Context: an optimization exercise on an open-source flow, tuned for small area and a short achievable clock period. The choices shown serve that exercise and are no tape-out recipe.
The RTL was checked by simulation tests, not by an equivalence proof against the original design.
Power and IR drop assume default switching activity.

## job 704
==> flow/design.v <==
package psram_pkg;
    typedef enum logic [1:0] {
        ST_IDLE  = 2'd0,
        ST_LAT   = 2'd1,
        ST_WRITE = 2'd2,
        ST_READ  = 2'd3
    } psram_state_e;
    localparam int PSRAM_ADR_W = 23;
    localparam int PSRAM_DAT_W = 16;
    localparam int PSRAM_LATENCY_MIN = 2;
    localparam int PSRAM_LATENCY_MAX = 7;
endpackage
module psram_resp_mem
#(
    parameter int ADR_W  = 8,
    parameter int GROUPS = 16
) (
    input  logic                   clk_i,
    input  logic                   i_par,
    input  logic                   i_we,
    input  logic [(1<<(ADR_W-ADR_W/2))-1:0] i_hi_n,
    input  logic [(1<<(ADR_W/2))-1:0]       i_lo_n,
    input  logic [(1<<(ADR_W-ADR_W/2))-1:0] i_hi_nx_n,
    input  logic [(1<<(ADR_W/2))-1:0]       i_lo_nx_n,
    input  logic [psram_pkg::PSRAM_DAT_W-1:0] i_wx,
    output logic [psram_pkg::PSRAM_DAT_W-1:0] o_rdat
);
    localparam int LO_N  = 1 << (ADR_W / 2);
    localparam int HI_N  = 1 << (ADR_W - ADR_W / 2);
    localparam int WORDS = 1 << ADR_W;
    localparam int GW    = WORDS / GROUPS;
    localparam int DW    = psram_pkg::PSRAM_DAT_W;
    logic [WORDS-1:0][DW-1:0]  r_mem;
    logic [GROUPS-1:0][DW-1:0] r_grp;
    logic [WORDS-1:0]          w_we;
    logic [HI_N-1:0]           w_hi_we_n;
    logic [WORDS-1:0]          r_sel_n;
    logic [WORDS-1:0][DW-1:0]  w_hit;
    logic [GROUPS-1:0][DW-1:0] w_grp;
    logic [DW-1:0]             w_and;
    assign w_hi_we_n = i_hi_n | ~{HI_N{i_we}};
    for (genvar w = 0; w < WORDS; w++) begin : g_word
        assign w_we[w]    = ~(w_hi_we_n[w / LO_N] | i_lo_n[w % LO_N]);
        assign w_hit[w]   = r_mem[w] | {DW{r_sel_n[w]}};
        always_ff @(posedge clk_i) begin
            r_sel_n[w] <= i_hi_nx_n[w / LO_N] | i_lo_nx_n[w % LO_N];
        end
        always_ff @(posedge clk_i) begin
            r_mem[w] <= ~(({DW{w_we[w]}} | r_mem[w]) & ({DW{r_sel_n[w]}} | i_wx));
        end
    end
    always_comb begin
        for (int g = 0; g < GROUPS; g++) begin
            w_grp[g] = '1;
            for (int w = g * GW; w < (g + 1) * GW; w++) begin
                w_grp[g] = w_grp[g] & w_hit[w];
            end
        end
    end
    always_ff @(posedge clk_i) begin
        r_grp <= w_grp;
    end
    always_comb begin
        w_and = '1;
        for (int g = 0; g < GROUPS; g++) begin
            w_and = w_and & r_grp[g];
        end
    end
    assign o_rdat = w_and ^ ~{DW{i_par}};
endmodule
module psram_burst_responder
#(
    parameter int ADR_W   = 8,
    parameter int LATENCY = 3
) (
    input  logic                   clk_i,
    input  logic                   rst_i,
    input  logic [psram_pkg::PSRAM_ADR_W-1:0] psram_adr,
    input  logic [psram_pkg::PSRAM_DAT_W-1:0] psram_dat_i,
    output logic [psram_pkg::PSRAM_DAT_W-1:0] psram_dat_o,
    output logic                   psram_dat_oe,
    output logic                   psram_wait,
    input  logic                   psram_ce_n,
    input  logic                   psram_adv_n,
    input  logic                   psram_we_n,
    input  logic                   psram_oe_n
);
    localparam int LO_W = ADR_W / 2;
    localparam int HI_W = ADR_W - LO_W;
    localparam int LO_N = 1 << LO_W;
    localparam int HI_N = 1 << HI_W;
    localparam int GROUPS = 16;              
    localparam logic [2:0] CNT_LOAD = 3'(LATENCY - 2);
    psram_pkg::psram_state_e           r_state;
    logic [2:0]             r_cnt;
    logic                   r_wr;
    logic [HI_N-1:0]        r_hi_n;
    logic [LO_N-1:0]        r_lo_n;
    logic                   r_par;
    logic                   r_wen;
    logic [psram_pkg::PSRAM_DAT_W-1:0] r_wx;
    logic [psram_pkg::PSRAM_DAT_W-1:0] r_dat_o;
    logic                   r_dat_oe;
    logic                   r_wait;
    logic                   w_data_edge;
    logic                   w_load;
    logic                   w_inc;
    logic                   w_mem_we;
    logic [HI_N-1:0]        w_hi_nx;
    logic [LO_N-1:0]        w_lo_nx;
    logic [HI_N-1:0]        w_adr_hi;
    logic [LO_N-1:0]        w_adr_lo;
    logic [psram_pkg::PSRAM_DAT_W-1:0] w_rdat;
    logic                   w_adr_unused;
    assign w_adr_unused = ^psram_adr[psram_pkg::PSRAM_ADR_W-1:ADR_W];
    assign w_data_edge = ~psram_ce_n & psram_adv_n;
    assign w_load      = ~psram_ce_n & ~psram_adv_n;
    assign w_mem_we    = ~rst_i & w_data_edge & (r_state == psram_pkg::ST_WRITE);
    assign w_inc       = r_wen |
                         (w_data_edge &
                          ((r_state == psram_pkg::ST_READ) |
                           ((r_state == psram_pkg::ST_LAT) & (r_cnt <= 3'd1) & ~r_wr)));
    for (genvar i = 0; i < HI_N; i++) begin : g_adr_hi
        assign w_adr_hi[i] = (psram_adr[ADR_W-1:LO_W] == HI_W'(i));
    end
    for (genvar i = 0; i < LO_N; i++) begin : g_adr_lo
        assign w_adr_lo[i] = (psram_adr[LO_W-1:0] == LO_W'(i));
    end
    always_comb begin
        if (rst_i) begin
            w_hi_nx = ~HI_N'(1);
            w_lo_nx = ~LO_N'(1);
        end else if (w_load) begin
            w_hi_nx = ~w_adr_hi;
            w_lo_nx = ~w_adr_lo;
        end else if (w_inc) begin
            w_lo_nx = {r_lo_n[LO_N-2:0], r_lo_n[LO_N-1]};
            w_hi_nx = r_lo_n[LO_N-1] ? r_hi_n : {r_hi_n[HI_N-2:0], r_hi_n[HI_N-1]};
        end else begin
            w_hi_nx = r_hi_n;
            w_lo_nx = r_lo_n;
        end
    end
    psram_resp_mem #(
        .ADR_W  (ADR_W),
        .GROUPS (GROUPS)
    ) u_mem (
        .clk_i  (clk_i),
        .i_par  (r_par),
        .i_we   (r_wen),
        .i_hi_n (r_hi_n),
        .i_lo_n (r_lo_n),
        .i_hi_nx_n (w_hi_nx),
        .i_lo_nx_n (w_lo_nx),
        .i_wx   (r_wx),
        .o_rdat (w_rdat)
    );
    always_ff @(posedge clk_i) begin
        r_par <= ~r_par;
    end
    always_ff @(posedge clk_i) begin
        r_wen <= w_mem_we;
        r_wx  <= w_mem_we ? (psram_dat_i ^ ~{psram_pkg::PSRAM_DAT_W{r_par}})
                          : '1;
    end
    always_ff @(posedge clk_i) begin
        r_hi_n <= w_hi_nx;
        r_lo_n <= w_lo_nx;
        r_dat_o <= w_rdat;
    end
    always_ff @(posedge clk_i) begin
        if (rst_i) begin
            r_state  <= psram_pkg::ST_IDLE;
            r_cnt    <= '0;
            r_wr     <= 1'b0;
            r_dat_oe <= 1'b0;
            r_wait   <= 1'b0;
        end else if (psram_ce_n) begin
            r_state  <= psram_pkg::ST_IDLE;
            r_wait   <= 1'b0;
            r_dat_oe <= 1'b0;
        end else if (!psram_adv_n) begin
            r_state  <= psram_pkg::ST_LAT;
            r_wr     <= ~psram_we_n;
            r_cnt    <= CNT_LOAD;
            r_wait   <= 1'b1;
            r_dat_oe <= 1'b0;
        end else begin
            unique case (r_state)
                psram_pkg::ST_IDLE: begin
                end
                psram_pkg::ST_LAT: begin
                    if (r_cnt != 3'd0) begin
                        r_cnt <= r_cnt - 3'd1;
                    end else if (r_wr) begin
                        r_state <= psram_pkg::ST_WRITE;
                        r_wait  <= 1'b0;
                    end else begin
                        r_state  <= psram_pkg::ST_READ;
                        r_wait   <= 1'b0;
                        r_dat_oe <= ~psram_oe_n;
                    end
                end
                psram_pkg::ST_WRITE: begin
                end
                psram_pkg::ST_READ: begin
                    r_dat_oe <= ~psram_oe_n;
                end
                default: begin
                    r_state <= psram_pkg::ST_IDLE;
                end
            endcase
        end
    end
    assign psram_dat_o  = r_dat_o;
    assign psram_dat_oe = r_dat_oe;
    assign psram_wait   = r_wait;
endmodule
make LEC_CHECK=0 CAP_MARGIN=30 CORE_MARGIN=2 CORE_UTILIZATION=50 CTS_CLUSTER_DIAMETER=60 CTS_CLUSTER_SIZE=20 SETUP_SLACK_MARGIN=2.6 SLEW_MARGIN=30 SYNTH_MEMORY_MAX_BITS=8192 finish   # period 5.0 ns
run.sh (not shown) runs the stock make flow with config.mk's settings and CLKGATE_MAP_FILE= SYNTH_SCRIPT=/design/flow/synth_recipe.tcl, a recipe that flattens the netlist after the stock synthesis.
Job 704 finished all stages; the layout is clean.
Relative to job 704, the following input files were edited for job 4582:
diff --git a/flow/design.v b/flow/design.v
--- a/flow/design.v
+++ b/flow/design.v
@@ -13,15 +13,14 @@
 module psram_resp_mem
 #(
     parameter int ADR_W  = 8,
-    parameter int GROUPS = 16
+    parameter int GROUPS = 16,
+    parameter int LINES  = 4
 ) (
     input  logic                   clk_i,
     input  logic                   i_par,
     input  logic                   i_we,
     input  logic [(1<<(ADR_W-ADR_W/2))-1:0] i_hi_n,
-    input  logic [(1<<(ADR_W/2))-1:0]       i_lo_n,
-    input  logic [(1<<(ADR_W-ADR_W/2))-1:0] i_hi_nx_n,
-    input  logic [(1<<(ADR_W/2))-1:0]       i_lo_nx_n,
+    input  logic [LINES-1:0][(1<<(ADR_W/2))-1:0]  i_gl_n,
     input  logic [psram_pkg::PSRAM_DAT_W-1:0] i_wx,
     output logic [psram_pkg::PSRAM_DAT_W-1:0] o_rdat
 );
@@ -29,24 +28,23 @@
     localparam int HI_N  = 1 << (ADR_W - ADR_W / 2);
     localparam int WORDS = 1 << ADR_W;
     localparam int GW    = WORDS / GROUPS;
+    localparam int LW    = WORDS / LINES;
     localparam int DW    = psram_pkg::PSRAM_DAT_W;
     logic [WORDS-1:0][DW-1:0]  r_mem;
     logic [GROUPS-1:0][DW-1:0] r_grp;
     logic [WORDS-1:0]          w_we;
     logic [HI_N-1:0]           w_hi_we_n;
-    logic [WORDS-1:0]          r_sel_n;
+    logic [WORDS-1:0]          w_sel_n;
     logic [WORDS-1:0][DW-1:0]  w_hit;
     logic [GROUPS-1:0][DW-1:0] w_grp;
     logic [DW-1:0]             w_and;
     assign w_hi_we_n = i_hi_n | ~{HI_N{i_we}};
     for (genvar w = 0; w < WORDS; w++) begin : g_word
-        assign w_we[w]    = ~(w_hi_we_n[w / LO_N] | i_lo_n[w % LO_N]);
-        assign w_hit[w]   = r_mem[w] | {DW{r_sel_n[w]}};
+        assign w_we[w]    = ~(w_hi_we_n[w / LO_N] | i_gl_n[w / LW][w % LO_N]);
+        assign w_sel_n[w] = i_hi_n[w / LO_N] | i_gl_n[w / LW][w % LO_N];
+        assign w_hit[w]   = r_mem[w] | {DW{w_sel_n[w]}};
         always_ff @(posedge clk_i) begin
-            r_sel_n[w] <= i_hi_nx_n[w / LO_N] | i_lo_nx_n[w % LO_N];
-        end
-        always_ff @(posedge clk_i) begin
-            r_mem[w] <= ~(({DW{w_we[w]}} | r_mem[w]) & ({DW{r_sel_n[w]}} | i_wx));
+            r_mem[w] <= ~(({DW{w_we[w]}} | r_mem[w]) & ({DW{w_sel_n[w]}} | i_wx));
         end
     end
     always_comb begin
@@ -90,12 +88,15 @@
     localparam int LO_N = 1 << LO_W;
     localparam int HI_N = 1 << HI_W;
     localparam int GROUPS = 16;              
+    localparam int LINES  = 4;               
+    localparam int GROWS  = HI_N / LINES;
     localparam logic [2:0] CNT_LOAD = 3'(LATENCY - 2);
     psram_pkg::psram_state_e           r_state;
     logic [2:0]             r_cnt;
     logic                   r_wr;
     logic [HI_N-1:0]        r_hi_n;
     logic [LO_N-1:0]        r_lo_n;
+    logic [LINES-1:0][LO_N-1:0] r_gl_n;
     logic                   r_par;
     logic                   r_wen;
     logic [psram_pkg::PSRAM_DAT_W-1:0] r_wx;
@@ -143,15 +144,14 @@
     end
     psram_resp_mem #(
         .ADR_W  (ADR_W),
-        .GROUPS (GROUPS)
+        .GROUPS (GROUPS),
+        .LINES  (LINES)
     ) u_mem (
         .clk_i  (clk_i),
         .i_par  (r_par),
         .i_we   (r_wen),
         .i_hi_n (r_hi_n),
-        .i_lo_n (r_lo_n),
-        .i_hi_nx_n (w_hi_nx),
-        .i_lo_nx_n (w_lo_nx),
+        .i_gl_n (r_gl_n),
         .i_wx   (r_wx),
         .o_rdat (w_rdat)
     );
@@ -166,6 +166,9 @@
     always_ff @(posedge clk_i) begin
         r_hi_n <= w_hi_nx;
         r_lo_n <= w_lo_nx;
+        for (int g = 0; g < LINES; g++) begin
+            r_gl_n[g] <= w_lo_nx | {LO_N{&w_hi_nx[g*GROWS +: GROWS]}};
+        end
         r_dat_o <= w_rdat;
     end
     always_ff @(posedge clk_i) begin
Results
Between job 4582 and job 704, it is job 4582 whose share of synthesized area occupied by flip-flops and latches is lower, by 1.6 points.
In job 4582, the share of synthesized cell area in and, or, nand and nor gates came out 0.39 points above the value in job 704.
Job 4582 was carried through to the last stage, and its layout satisfied the timing, DRC and antenna checks.
Job 4582: relative contribution of the clock network to total power 1.0 points above job 704
Worst hold slack across job 704 and job 4582: no real change.
Summary of job 4582 over job 704: number of vias after detailed routing up 3444; fraction of area in multi-input gates rose by 1.8 points; minimum setup slack among reg-to-reg paths lower; antenna diode count lost 5; layout overhead on the synthesized area level.
Routed wire in job 4582 totals more than in job 704.
Taking job 704 as the reference point, the pin count of the biggest net entering global routing of job 4582 falls by 48.
Job 4582 vs job 704 on fraction of area in registers: job 4582 is the lower one.
Critical path depth in job 4582 vs job 704: up 2

[separate check: timing with driven ports]
Ports are ideal in the flow. The routed layouts listed here were re-timed in OpenROAD. Step 1 (the two cells are an assumption about what drives the block):
set clk [get_ports {clk_i}]
set_driving_cell -lib_cell sky130_fd_sc_hd__clkbuf_16 $clk
set_driving_cell -lib_cell sky130_fd_sc_hd__buf_2 [delete_from_list [all_inputs] $clk]
Step 2 adds t to the input delays and takes it off the output delays; t is the mean of the earliest and latest rising clock arrival at the registers after step 1. Input paths then give back, and output paths get back, about the clock's delay inside the block. a / b / c = no drivers / after step 1 / after step 2; a / b = the first two.
run	t, ns	setup WS [ns]	clock arrival spread, ns	worst data-port slew with drivers (ns)	pins driven straight from the clock port
job 704	1.028	2.461 / 2.418 / 1.409	0.050 / 0.050	0.26	1
job 4582	1.026	2.423 / 2.423 / 1.634	0.070 / 0.069	0.18	1
After both steps every run listed still meets setup and hold. The setup slack of job 704, which loses most, moves by -0.043 ns with the drivers and by -1.052 ns with both steps.
